Context: an optimization exercise on an open-source flow, tuned for small area, a short achievable clock period and few clock cycles per item. The choices shown serve that exercise and are no tape-out recipe. Only simulation tests tie the RTL to the original design; equivalence was not proved. Power is estimated from default activity; no workload was simulated.

==> flow/design.v (excerpt) <==
module ex_stage_mc #(
   parameter int DATA_W  = 32,
   parameter int RADDR_W = 5,
   parameter int MUL_BPC = 1
) (
   input  logic               CLK,
   input  logic               RESET,
   input  logic               in_valid,
   output logic               in_ready,
   input  logic               flush,
   input  logic [DATA_W-1:0]  PCPlus4_in,
   input  logic [DATA_W-1:0]  imm_signExtended_in,
   input  logic [DATA_W-1:0]  imm_zeroExtended_in,
   input  logic [DATA_W-1:0]  rs_reg_in,
   input  logic [DATA_W-1:0]  rt_reg_in,
   input  logic [RADDR_W-1:0] rt_addr_in,
   input  logic [RADDR_W-1:0] rd_addr_in,
   input  logic [4:0]         shamt_in,
   input  logic               RegWriteD,
   input  logic               MemtoRegD,
   input  logic               MemWriteD,
   input  logic               BranchD,
   input  logic               JumpD,
   input  logic               RegDstD,
   input  logic [5:0]         ALUopD,
   input  logic [5:0]         ALUfunctD,
   output logic               out_valid,
   input  logic               out_ready,
   output logic               RegWriteE,
   output logic               MemtoRegE,
   output logic               MemWriteE,
   output logic               BranchE,
   output logic               JumpE,
   output logic [5:0]         ALUopE,
   output logic [DATA_W-1:0]  WriteData_out,
   output logic [DATA_W-1:0]  PCBranch_out,
   output logic [RADDR_W-1:0] wb_addr_out,
   output logic [DATA_W-1:0]  ALUOut,
   output logic [DATA_W-1:0]  hi_out,
   output logic [DATA_W-1:0]  lo_out,
   output logic               busy
);
Size in the first run: about 200 flip-flops, about 380 I/O pins, ~0.025 mm2 of cells after synthesis.
export LEC_CHECK = 0
export CAP_MARGIN = 20
export CORE_MARGIN = 2
export CORE_UTILIZATION = 40
export SETUP_SLACK_MARGIN = 4.1
export SLEW_MARGIN = 20
create_clock -name core_clock -period 9.0 [get_ports {CLK}]
standard.sh (not shown) runs the stock make flow with config.mk's settings and CLKGATE_MAP_FILE= SYNTH_SCRIPT=/design/flow/synth_recipe.tcl, a recipe that flattens the netlist after the stock synthesis.
==> flow/flow/run.sh <==
#!/bin/bash
# The standard layout (standard.sh: the ORFS flow, from its standard synthesis to the
# final DEF), with one change: the placer buffers every input and output port with the
# smallest buffer, sky130_fd_sc_hd__buf_1, rather than its default pick (a 10 um2 delay
# buffer). Timing repair still resizes any port buffer that a path needs faster.
# The make output goes to standard.log; ORFS's per-step logs are under orfs/logs/.
set -euo pipefail
export BUFFER_PORTS_ARGS="-buffer_cell sky130_fd_sc_hd__buf_1"
bash standard.sh > standard.log 2>&1
Testbench counts at the start, summed over its fixed seeds: cycles 6,172, instrs 4,000.
Edit:
Settings changed: CORE_UTILIZATION 40 to 45, SETUP_SLACK_MARGIN 4.1 to 4.0.
The new run ran to the end with no violations.
Die area went down by about 11%.
Worst setup slack gets worse by 0.15 ns.
Clock-buffer cell count went down by 2.
Wire length went down by about 1.5%.
Sequential share of layout area went up by 0.15 points.
Worst hold slack gets better by 0.014 ns.
Utilization went up by 5.7 points.
Register-to-register slack gets worse by 0.02 ns.
Final area went down by 0.97%.
Edit:
==> flow/run.sh (new file) <==
#!/bin/bash
# synth_recipe.tcl (not shown) runs the flow's synth.tcl, then flattens the netlist and writes it again
# the make line also repeats each setting of config.mk as NAME=value (left out here)
make -C /OpenROAD-flow-scripts/flow DESIGN_CONFIG=/design/flow/config.mk WORK_HOME=/design/flow/orfs CLKGATE_MAP_FILE= SYNTH_SCRIPT=/design/flow/synth_recipe.tcl finish
Settings changed: CORE_UTILIZATION 45 to 40, SETUP_SLACK_MARGIN 4.0 to 5.0.
removed: flow/flow/run.sh
removed: flow/standard.sh
After rerunning: Clock-buffer cell count is unchanged; setup slack gets better by 0.28 ns; clock power increases by a few percent; power increases by a quarter to a third; fmax increases by a few percent; critical path depth is unchanged; final cell count increases by roughly a tenth; global-route usage increases by 1.3 points; routed wire length increases by about a fifth; synthesized cell count is unchanged.
Edit:
==> flow/flow/run.sh (new file) <==
#!/bin/bash
# The standard layout (standard.sh: the ORFS flow, from its standard synthesis to the
# final DEF), with one change: the placer buffers every input and output port with the
# smallest buffer, sky130_fd_sc_hd__buf_1, rather than its default pick (a 10 um2 delay
# buffer). Timing repair still resizes any port buffer that a path needs faster.
# The make output goes to standard.log; ORFS's per-step logs are under orfs/logs/.
set -euo pipefail
export BUFFER_PORTS_ARGS="-buffer_cell sky130_fd_sc_hd__buf_1"
bash standard.sh > standard.log 2>&1
==> flow/standard.sh (new file) <==
#!/bin/bash
# synth_recipe.tcl (not shown) runs the flow's synth.tcl, then flattens the netlist and writes it again
# the make line also repeats each setting of config.mk as NAME=value (left out here)
make -C /OpenROAD-flow-scripts/flow DESIGN_CONFIG=/design/flow/config.mk WORK_HOME=/design/flow/orfs CLKGATE_MAP_FILE= SYNTH_SCRIPT=/design/flow/synth_recipe.tcl "${@:-finish}"
Settings changed: SETUP_SLACK_MARGIN 5.0 to 4.0.
removed: flow/run.sh
Result: Via count went down by 9.6%; final cell count went down by 9.4%; setup slack got worse by 0.17 ns; design area went down by 25%; total power went down by 26%; area after synthesis does not change; routed wire length went down by 16%; sequential power barely changes; synthesized cell count does not change; die area does not change; sequential share of layout area went up by 4.7 points.
Edit:
Settings changed: PLACE_DENSITY set to 0.75.
Effect:
- The new run completed without violations
- cell count hardly moves
- non-clock buffer count is higher by 2
- sequential share of layout area hardly moves
- via count is higher by about 0.7%
- combinational power is higher by about 0.7%
- fmax is lower by 0.57%
- clock power is lower by 4.2%

afterwards: timing with drivers on the ports:
No port has a modelled driver above. Below, the same layouts with a new extraction and two added sets of constraints. Step 1 (the two cells are an assumption about what drives the block):
set clk [get_ports {CLK}]
set_driving_cell -lib_cell sky130_fd_sc_hd__clkbuf_16 $clk
set_driving_cell -lib_cell sky130_fd_sc_hd__buf_2 [delete_from_list [all_inputs] $clk]
Step 2 adds t to the input delays and takes it off the output delays; t is the mean of the earliest and latest rising clock arrival at the registers after step 1. Input paths then give back, and output paths get back, about the clock's delay inside the block. Three values: no drivers, after step 1, after step 2; two values: the first two.
| run | shift t [ns] | setup WS [ns] | hold WS [ns] | worst setup path at the end | slew at the worst register clock pin (ns) |
|---|---|---|---|---|---|
| the first run | 0.580 | 4.104 / 4.045 / 3.576 | 0.441 / 0.441 / 0.441 | input to register | 0.10 / 0.10 |
| the second run | 0.575 | 3.957 / 3.895 / 3.484 | 0.455 / 0.455 / 0.455 | input to register | 0.10 / 0.10 |
| the third run | 0.586 | 4.234 / 4.172 / 3.933 | 0.456 / 0.456 / 0.456 | input to register | 0.10 / 0.10 |
| the fourth run | 0.585 | 4.067 / 4.004 / 3.558 | 0.446 / 0.446 / 0.446 | input to register | 0.10 / 0.10 |
| the fifth run | 0.564 | 4.039 / 3.979 / 3.506 | 0.441 / 0.441 / 0.441 | input to register | 0.09 / 0.09 |
After both steps setup and hold are still met in every run listed. The setup slack of the fifth run, which loses most, moves by -0.060 ns with the drivers and by -0.533 ns with both steps.
